Background: an optimization exercise with open tools, aiming at small area. Do not read the settings as production practice.
In this exercise RTL edits were held to simulation tests only and were not proved equivalent to the original.
Power and IR drop assume default switching activity.

--- flow/design.v ---
package riscvPkg;
    localparam logic [3:0] stClear = 4'd0;
    localparam logic [3:0] stFetch = 4'd1;
    localparam logic [3:0] stWait1 = 4'd2;
    localparam logic [3:0] stRound1 = 4'd3;
    localparam logic [3:0] stRotate = 4'd4;
    localparam logic [3:0] stRound2 = 4'd5;
    localparam logic [3:0] stMemory = 4'd6;
    localparam logic [3:0] stWait2 = 4'd7;
    localparam logic [3:0] stTrapped = 4'd8;
endpackage
module registerFile
(
    input  logic clk,
    input  logic clear,
    input  logic writeEnable,
    input  logic [4:0] writeIndex,
    input  logic writeBit,
    input  logic [4:0] readIndexA,
    input  logic [4:0] readIndexB,
    output logic readBitA,
    output logic readBitB
);
    logic [31:0] head;
    assign head[0] = 1'b0;
    genvar r;
    generate
        for (r = 1; r < 32; r++)
        begin : gen_reg
            logic [31:0] ring;
            logic sel;
            assign sel = clear | (writeEnable & (writeIndex == r));
            always_ff @(posedge clk)
                ring <= {sel ? (writeBit & ~clear) : ring[0], ring[31:1]};
            assign head[r] = ring[0];
        end
    endgenerate
    assign readBitA = head[readIndexA];
    assign readBitB = head[readIndexB];
endmodule
module riscvCore
#(
    parameter logic [31:0] resetAddress = '0
)
(
    input  logic clk,
    input  logic reset,
    output logic trap,
    output logic memEnable,
    output logic memWrite,
    output logic [31:0] memAddress,
    output logic [31:0] memWriteData,
    input  logic [31:0] memReadData,
    input  logic memReady
);
    logic [3:0] state;
    logic [3:0] nextState;
    logic [4:0] cnt;
    logic first;
    logic last;
    logic [31:2] ir;
    logic [31:0] mar;
    logic [31:0] mdr;
    logic carryMain;
    logic carryInc;
    logic equalAcc;
    logic flag;
    assign first = (cnt == 5'd0);
    assign last = (cnt == 5'd31);
    logic [4:0] op;
    logic [2:0] f3;
    logic isBranch, isJal, isJalr, isLoad, isStore, isLui, isAuipc;
    logic isAluOp, isOp, isShift, isSlt, isRight;
    logic legal;
    assign op = ir[6:2];
    assign f3 = ir[14:12];
    assign isBranch = op[4] & ~op[0];
    assign isJal = op[4] & op[1];
    assign isJalr = op[4] & op[0] & ~op[1];
    assign isLoad = ~op[4] & ~op[3] & ~op[2];
    assign isStore = ~op[4] & op[3] & ~op[2];
    assign isLui = ~op[4] & op[2] & op[0] & op[3];
    assign isAuipc = ~op[4] & op[2] & op[0] & ~op[3];
    assign isAluOp = ~op[4] & op[2] & ~op[0];
    assign isOp = isAluOp & op[3];
    assign isShift = isAluOp & (f3[1:0] == 2'b01);
    assign isSlt = isAluOp & (f3[2:1] == 2'b01);
    assign isRight = f3[2];
    always_comb
    begin
        case (memReadData[6:0])
            7'b0000011, 7'b0010011, 7'b0010111, 7'b0100011, 7'b0110011,
            7'b0110111, 7'b1100011, 7'b1100111, 7'b1101111:
                legal = 1'b1;
            default:
                legal = 1'b0;
        endcase
    end
    logic inClear, inFetch, inRound1, inRotate, inRound2, inMemory;
    assign inClear = (state == riscvPkg::stClear);
    assign inFetch = (state == riscvPkg::stFetch);
    assign inRound1 = (state == riscvPkg::stRound1);
    assign inRotate = (state == riscvPkg::stRotate);
    assign inRound2 = (state == riscvPkg::stRound2);
    assign inMemory = (state == riscvPkg::stMemory);
    logic immBit;
    logic immMid;
    logic immLow;
    logic immHigh;
    always_comb
    begin
        immMid = (cnt <= 5'd10) ? ir[6'd20 + {1'b0, cnt}] : ir[31];
        immLow = ir[4'd7 + {1'b0, cnt[2:0]}];
        immHigh = ir[cnt];
        if (isStore)
            immBit = (cnt <= 5'd4) ? immLow : immMid;
        else if (isBranch)
            immBit = first ? 1'b0 : (cnt <= 5'd4) ? immLow : (cnt == 5'd11) ? ir[7] : immMid;
        else if (isLui | isAuipc)
            immBit = (cnt < 5'd12) ? 1'b0 : immHigh;
        else if (isJal)
            immBit = first ? 1'b0 : (cnt <= 5'd10) ? immMid : (cnt == 5'd11) ? ir[20] :
                     (cnt <= 5'd19) ? immHigh : ir[31];
        else
            immBit = immMid;
    end
    logic rs1Bit;
    logic rs2Bit;
    logic regWrite;
    logic regBit;
    registerFile regs
    (
        .clk(clk),
        .clear(inClear),
        .writeEnable(regWrite),
        .writeIndex(ir[11:7]),
        .writeBit(regBit),
        .readIndexA(ir[19:15]),
        .readIndexB(ir[24:20]),
        .readBitA(rs1Bit),
        .readBitB(rs2Bit)
    );
    logic pcBit;
    logic aBit;
    logic bBit;
    logic subMode;
    logic bEff;
    logic carryIn;
    logic sumBit;
    logic carryOut;
    logic aluBit;
    logic equalNow;
    logic lessU;
    logic lessS;
    logic taken;
    assign pcBit = pcRing[0];
    assign aBit = isLui ? 1'b0 : (isAuipc | isJal | (isBranch & inRound2)) ? pcBit : rs1Bit;
    assign bBit = (isOp | (isBranch & inRound1)) ? rs2Bit : immBit;
    assign subMode = isBranch ? inRound1 : (isSlt | (isOp & (f3 == 3'b000) & ir[30]));
    assign bEff = bBit ^ subMode;
    assign carryIn = first ? subMode : carryMain;
    assign sumBit = aBit ^ bEff ^ carryIn;
    assign carryOut = (aBit & bEff) | (aBit & carryIn) | (bEff & carryIn);
    always_comb
    begin
        case (f3)
            3'b100: aluBit = aBit ^ bBit;
            3'b110: aluBit = aBit | bBit;
            3'b111: aluBit = aBit & bBit;
            default: aluBit = sumBit;
        endcase
    end
    assign equalNow = (first | equalAcc) & ~(aBit ^ bBit);
    assign lessU = ~carryOut;
    assign lessS = lessU ^ aBit ^ bBit;
    always_comb
    begin
        case (f3)
            3'b000: taken = equalNow;
            3'b001: taken = ~equalNow;
            3'b100: taken = lessS;
            3'b101: taken = ~lessS;
            3'b110: taken = lessU;
            3'b111: taken = ~lessU;
            default: taken = 1'b0;
        endcase
    end
    logic shiftLess;
    assign shiftLess = ((isRight & inRound2) ? ~cnt : cnt) < ir[29:25];
    logic [31:0] pcRing;
    logic incCarry;
    logic incBit;
    logic jumpNow;
    logic nextPcBit;
    logic pcWrite;
    assign incCarry = (cnt == 5'd2) | carryInc;
    assign incBit = pcBit ^ incCarry;
    assign jumpNow = (inRound1 & (isJal | isJalr)) | (inRound2 & isBranch & flag);
    assign nextPcBit = jumpNow ? (sumBit & ~first) : incBit;
    assign pcWrite = inClear | (inRound1 & ~isBranch) | (inRound2 & isBranch);
    logic marShift;
    logic marIn;
    logic mdrShift;
    logic mdrIn;
    assign regWrite = (inRound1 & ((isAluOp & ~isSlt & ~isShift) | isLui | isAuipc | isJal | isJalr)) |
                      (inRound2 & (isSlt | isShift | isLoad));
    always_comb
    begin
        if (inRound2)
        begin
            if (isLoad)
                regBit = mdr[0];
            else if (isSlt)
                regBit = first & flag;
            else if (isRight)
                regBit = shiftLess ? flag : mdr[0];
            else
                regBit = ~shiftLess & mdr[0];
        end
        else if (isAluOp)
            regBit = aluBit;
        else if (isJal | isJalr)
            regBit = incBit;
        else
            regBit = sumBit;
    end
    assign marShift = inClear | (inRound1 & ~isBranch) | (inRound2 & (isBranch | isLoad | isStore));
    always_comb
    begin
        if (inClear)
            marIn = resetAddress[cnt];
        else if (inRound1 & (isLoad | isStore))
            marIn = sumBit;
        else if (inRound2 & (isLoad | isStore))
            marIn = pcBit;
        else
            marIn = nextPcBit;
    end
    assign mdrShift = (inRound1 & (isStore | isShift)) | (inRotate & shiftLess) |
                      (inRound2 & ((isShift & (isRight | ~shiftLess)) | isLoad));
    assign mdrIn = inRound1 ? (isStore ? rs2Bit : aBit) : mdr[0];
    always_comb
    begin
        nextState = state;
        case (state)
            riscvPkg::stClear:
                if (last)
                    nextState = riscvPkg::stFetch;
            riscvPkg::stFetch:
                if (memReady)
                    nextState = !legal ? riscvPkg::stTrapped : last ? riscvPkg::stRound1 : riscvPkg::stWait1;
            riscvPkg::stWait1:
                if (last)
                    nextState = riscvPkg::stRound1;
            riscvPkg::stRound1:
                if (last)
                begin
                    if (isLoad | isStore)
                        nextState = riscvPkg::stMemory;
                    else if (isShift & isRight)
                        nextState = riscvPkg::stRotate;
                    else if (isBranch | isSlt | isShift)
                        nextState = riscvPkg::stRound2;
                    else
                        nextState = riscvPkg::stFetch;
                end
            riscvPkg::stRotate:
                if (last)
                    nextState = riscvPkg::stRound2;
            riscvPkg::stRound2:
                if (last)
                    nextState = riscvPkg::stFetch;
            riscvPkg::stMemory:
                if (memReady)
                    nextState = last ? riscvPkg::stRound2 : riscvPkg::stWait2;
            riscvPkg::stWait2:
                if (last)
                    nextState = riscvPkg::stRound2;
            default:
                nextState = riscvPkg::stTrapped;
        endcase
    end
    always_ff @(posedge clk)
    begin
        if (reset)
        begin
            state <= riscvPkg::stClear;
            cnt <= 5'd0;
        end
        else
        begin
            state <= nextState;
            cnt <= cnt + 5'd1;
        end
    end
    always_ff @(posedge clk)
    begin
        carryMain <= carryOut;
        carryInc <= pcBit & incCarry & ~last;
        pcRing <= {pcWrite ? (inClear ? resetAddress[cnt] : nextPcBit) : pcBit, pcRing[31:1]};
        equalAcc <= equalNow;
        if (inRound1 & last)
            flag <= isShift ? (aBit & ir[30]) : isBranch ? taken : (f3[0] ? lessU : lessS);
        if (inFetch & memReady)
            ir <= memReadData[31:2];
        else if (inRound1 & isShift & (cnt < 5'd5))
            ir[29:25] <= {bBit, ir[29:26]};
        if (marShift)
            mar <= {marIn, mar[31:1]};
        if (inMemory & memReady)
            mdr <= memReadData;
        else if (mdrShift)
            mdr <= {mdrIn, mdr[31:1]};
    end
    assign trap = (state == riscvPkg::stTrapped);
    assign memEnable = inFetch | inMemory;
    assign memWrite = inMemory & isStore;
    assign memAddress = mar;
    assign memWriteData = mdr;
endmodule
--- flow/run.sh ---
#!/bin/bash
# synth_recipe.tcl (not shown) runs the flow's synth.tcl, then flattens the netlist and writes it again
# the make line also repeats each setting of config.mk as NAME=value (left out here)
make -C /OpenROAD-flow-scripts/flow DESIGN_CONFIG=/design/flow/config.mk WORK_HOME=/design/flow/orfs CLKGATE_MAP_FILE= SYNTH_SCRIPT=/design/flow/synth_recipe.tcl finish
--- flow/config.mk ---
export PLATFORM = sky130hd
export DESIGN_NAME = riscvCore
export DESIGN_NICKNAME = riscvCore
export VERILOG_FILES = /design/flow/design.v
export SDC_FILE = /design/flow/constraint.sdc
export NUM_CORES = 4
export LEC_CHECK = 0
export CAP_MARGIN = 20
export CORE_MARGIN = 2
export CORE_UTILIZATION = 40
export SLEW_MARGIN = 20
--- flow/constraint.sdc ---
create_clock -name core_clock -period 10.0 [get_ports {clk}]
set_input_delay 2.0000 -clock core_clock [delete_from_list [all_inputs] [get_ports {clk}]]
set_output_delay 2.0000 -clock core_clock [all_outputs]
set_load 0.01 [all_outputs]
==> run summary <==
outcome: complete, no violations
DRC: 0
unrepaired setup endpoints after global routing: no
TritonCTS clock tree: yes
CP Max Fanout: 31
Cell Pwr Density: 254.0 mW/mm^2
first-pass GRT wire length: 70520 microns
Fmax: 0.1748 GHz
DR iter-0 viols: 632
initial core utilization: 40.52%
Arr. time, crit path: 6.26 ns
GRT Residual Overflow: 0
Crit path required time: 10.54 ns
Post-Route WL: 44890 microns
initial antenna violation count: 1
Setup Skew: 0.02860 ns
EDFF count, synth: 95
Vias: 12.50k
final core occ: 48.39%
Port Buffers: 101
post-DP HPWL: 27780 microns
max cap viols: 0
layout cells sized above 1: 13.27%
Post-CTS Hold Buffers: 0
Rows: 96
Hold WS: 0.2990 ns
final hold violation count: 0
Cell variety after synth: 71
H-tree depth: 3
All-Layer GR Usage: 12.68%
Ys Warns: 2
post-CTS setup buffers: 0
die height: 267.8 microns
fill count: 5889
Top Ports: 102
Longest Clk Path Bufs: 3
Synth Register Bits: 1131
Core Region: 0.06871 sq mm
Async SR Flop Fraction: 0%
synth top area cells: dfxtp_1, edfxtp_1, mux4_2
WL/cell: 15.73 microns
worst slew pin tran: 1.116 ns
largest area contributor in the netlist: dfxtp_1
Final Max Tran Viols: 0
Setup Viol. Count Final: 0
Clock Latency Late Sink: 0.64 ns
Final ANT Viol Nets: 0
drt first pass iters: 7
Leak: 0.01297 uW
critical path class: reg2reg
Die ar.: 0.07173 sq mm
Sink Count: 1131
Root Driver: clkbuf_16
Yosys top cell area share: 74.49%
placed cell count: 2674
Setup TNS Final: 0 ns
Post-Layout Cell Count: 2853
Worst slew margin: 25.62%
syn_nets: 1742
Startpoint Class: flip-flop
vias in the first global route: 12.55k
via/cell ratio: 4.381
Worst-path clk slew: 0.07 ns
synthesized area: 0.02784 sq mm
ys flop type: dfxtp_1
GPL Wtd Cong: 0.7893
diode count: 0
Avg Cell Area, Syn: 16.45 sq um
final worst-path cycle share: 57.22%
Syn Inst Count: 1692
post-synthesis sequential area ratio: 84.74%
Die X: 267.8 microns
CTS buffer count: 97
area grow syn2layout: 19.41%
Min-Delay Path Class: reg2reg
post-cts sizing count: 0
Period minus WS final: 5.722 ns
Critical Path End Type: flip-flop
Layout Nets: 1893
Worst VDD drop: 0.1483 mV
largest net degree at the start of global routing: 36
## sequential cells by signal, summed over array words and instances (netlist names)
signal / cells
mar: 32
carryInc: 1
state: 4
equalAcc: 1
mdr: 32
regs.gen.ring: 992
carryMain: 1
cnt: 5
ir: 30
flag: 1
pcRing: 32
## cell type report
type                       count  area, sq um  area share [%]
clock inverter                38        480.5           1.445
clock buffer                 140         2874           8.644
sequential                  1131        23590           70.97
tap                          931         1165           3.504
inverter                      22        82.58          0.2484
multi-input combinational    483         3968           11.93
timing repair buffer         108         1084           3.259
## power breakdown
| part | internal, uW | switching [uW] | leakage [uW] |
|---|---|---|---|
| Clock | 2200 | 1580 | 0.00166 |
| Combinational | 44.6 | 43.0 | 0.00201 |
| Sequential | 4560 | 6.70 | 0.00930 |
| Total | 6810 | 1630 | 0.0130 |
## path summary, 6_finish.rpt
path,from,to,slack (ns),cells past startpoint
max reg2reg,cnt[1],regs.gen_reg[18].ring[31],4.28,17
max,cnt[1],regs.gen_reg[18].ring[31],4.28,17
min reg2reg,regs.gen_reg[12].ring[7],regs.gen_reg[12].ring[6],0.30,0
min,regs.gen_reg[12].ring[7],regs.gen_reg[12].ring[6],0.30,0
## layer usage
layer  track usage [%]  share of wire [%]
met5                 0                  0
met2             18.30                 42
met4             4.107                2.1
met3             3.226                4.5
met1             18.59                 51
## cell usage in the layout (no fill, tap or decap), types with 4 or more instances in the layout
cell	instances
nand2b_1	14
bufinv_16	7
or2_2	5
and2_1	6
buf_4	6
a211oi_1	5
nand2_1	35
nand3b_1	5
nor3_1	10
nand3_1	8
nand4_1	4
nor2b_1	7
inv_6	4
a41oi_1	31
clkbuf_16	101
o21ai_1	4
a21oi_1	27
a31oi_1	7
a21o_1	5
ha_1	14
o21a_1	7
mux4_2	23
clkdlybuf4s50_1	101
clkbuf_8	20
mux2_2	43
dfxtp_1	1035
o21ai_0	49
nor4_1	5
clkinv_2	16
edfxtp_1	95
clkbuf_1	19
mux2i_1	43
inv_1	22
xnor2_1	7
nor2_1	39
or3_1	7
o31ai_1	5
## synthesized netlist by cell type, drive strengths merged, types with 6 or more instances
library cell,instances
a21oi,28
a211oi,7
or3,7
dfxtp,1036
buf,13
a41oi,31
nand3,8
o21ai,56
inv,22
edfxtp,95
nand2b,14
xnor2,8
clkbuf,43
mux2i,43
ha,14
nor2b,7
mux4,26
nor2,39
mux2,43
a31oi,7
and2,6
o21a,7
nand2,35
nor3,11
## critical path, stage by stage, from the launching register on
cell      delay, ns
dfxtp_1        0.83
inv_1          0.22
ha_1           0.46
mux4_1         0.32
o21bai_1       0.14
a32oi_1        0.12
a22oi_1        0.32
a31oi_1        0.18
a221oi_4       0.48
or2_2          0.21
inv_1          0.08
xnor2_1        0.15
fa_1           0.59
mux2_2         0.18
o21ai_0        0.12
o21ai_4        0.75
mux2i_1        0.20
a41oi_1        0.23
## kinds of logic after synthesis
kind of cell,Yosys count,synth area share [%]
buffers and inverters,78,1.159
xor gates and xnor gates,10,0.3416
and+or+nand+nor,164,3.119
adders and majority gates,15,0.7011
AOI/OAI and AO/OA,182,4.512
muxes,112,5.429
DFF,1131,84.74
## per-stage QoR
step	area (sq um)	worst slack, ns	total power [uW]
6_report	33250	4.278	8443
3_5_place_dp	29860	4.165	4757
2_1_floorplan	27840	5.239	4724
3_3_place_gp	29860	4.001	4757
5_1_grt	33250	3.897	8753
4_1_cts	33220	4.150	8554

-- what the ideal ports hide --
The results above use ideal ports. As a check the final layout listed here was re-extracted and re-timed, cells and wires unchanged.
Step 1: set_driving_cell puts a clkbuf_16 on clk and a buf_2 on each other input, an assumption about the parent block.
Step 2 moves the port delays by t, midway between the first and last clock arrival at a register: inputs arrive t later, outputs are due t later. That takes back most of the time a late clock gives input paths.
Slacks: no drivers / after step 1 / after step 2; pairs: no drivers / after step 1.
shift t [ns]: 0.686
setup slack, ns: 4.278 / 4.278 / 4.278
worst hold slack (ns): 0.299 / 0.299 / 0.299
After both steps this run still meets setup and hold. For this run, drivers alone change the setup slack by 0.000 ns; drivers and shift together by 0.000 ns.
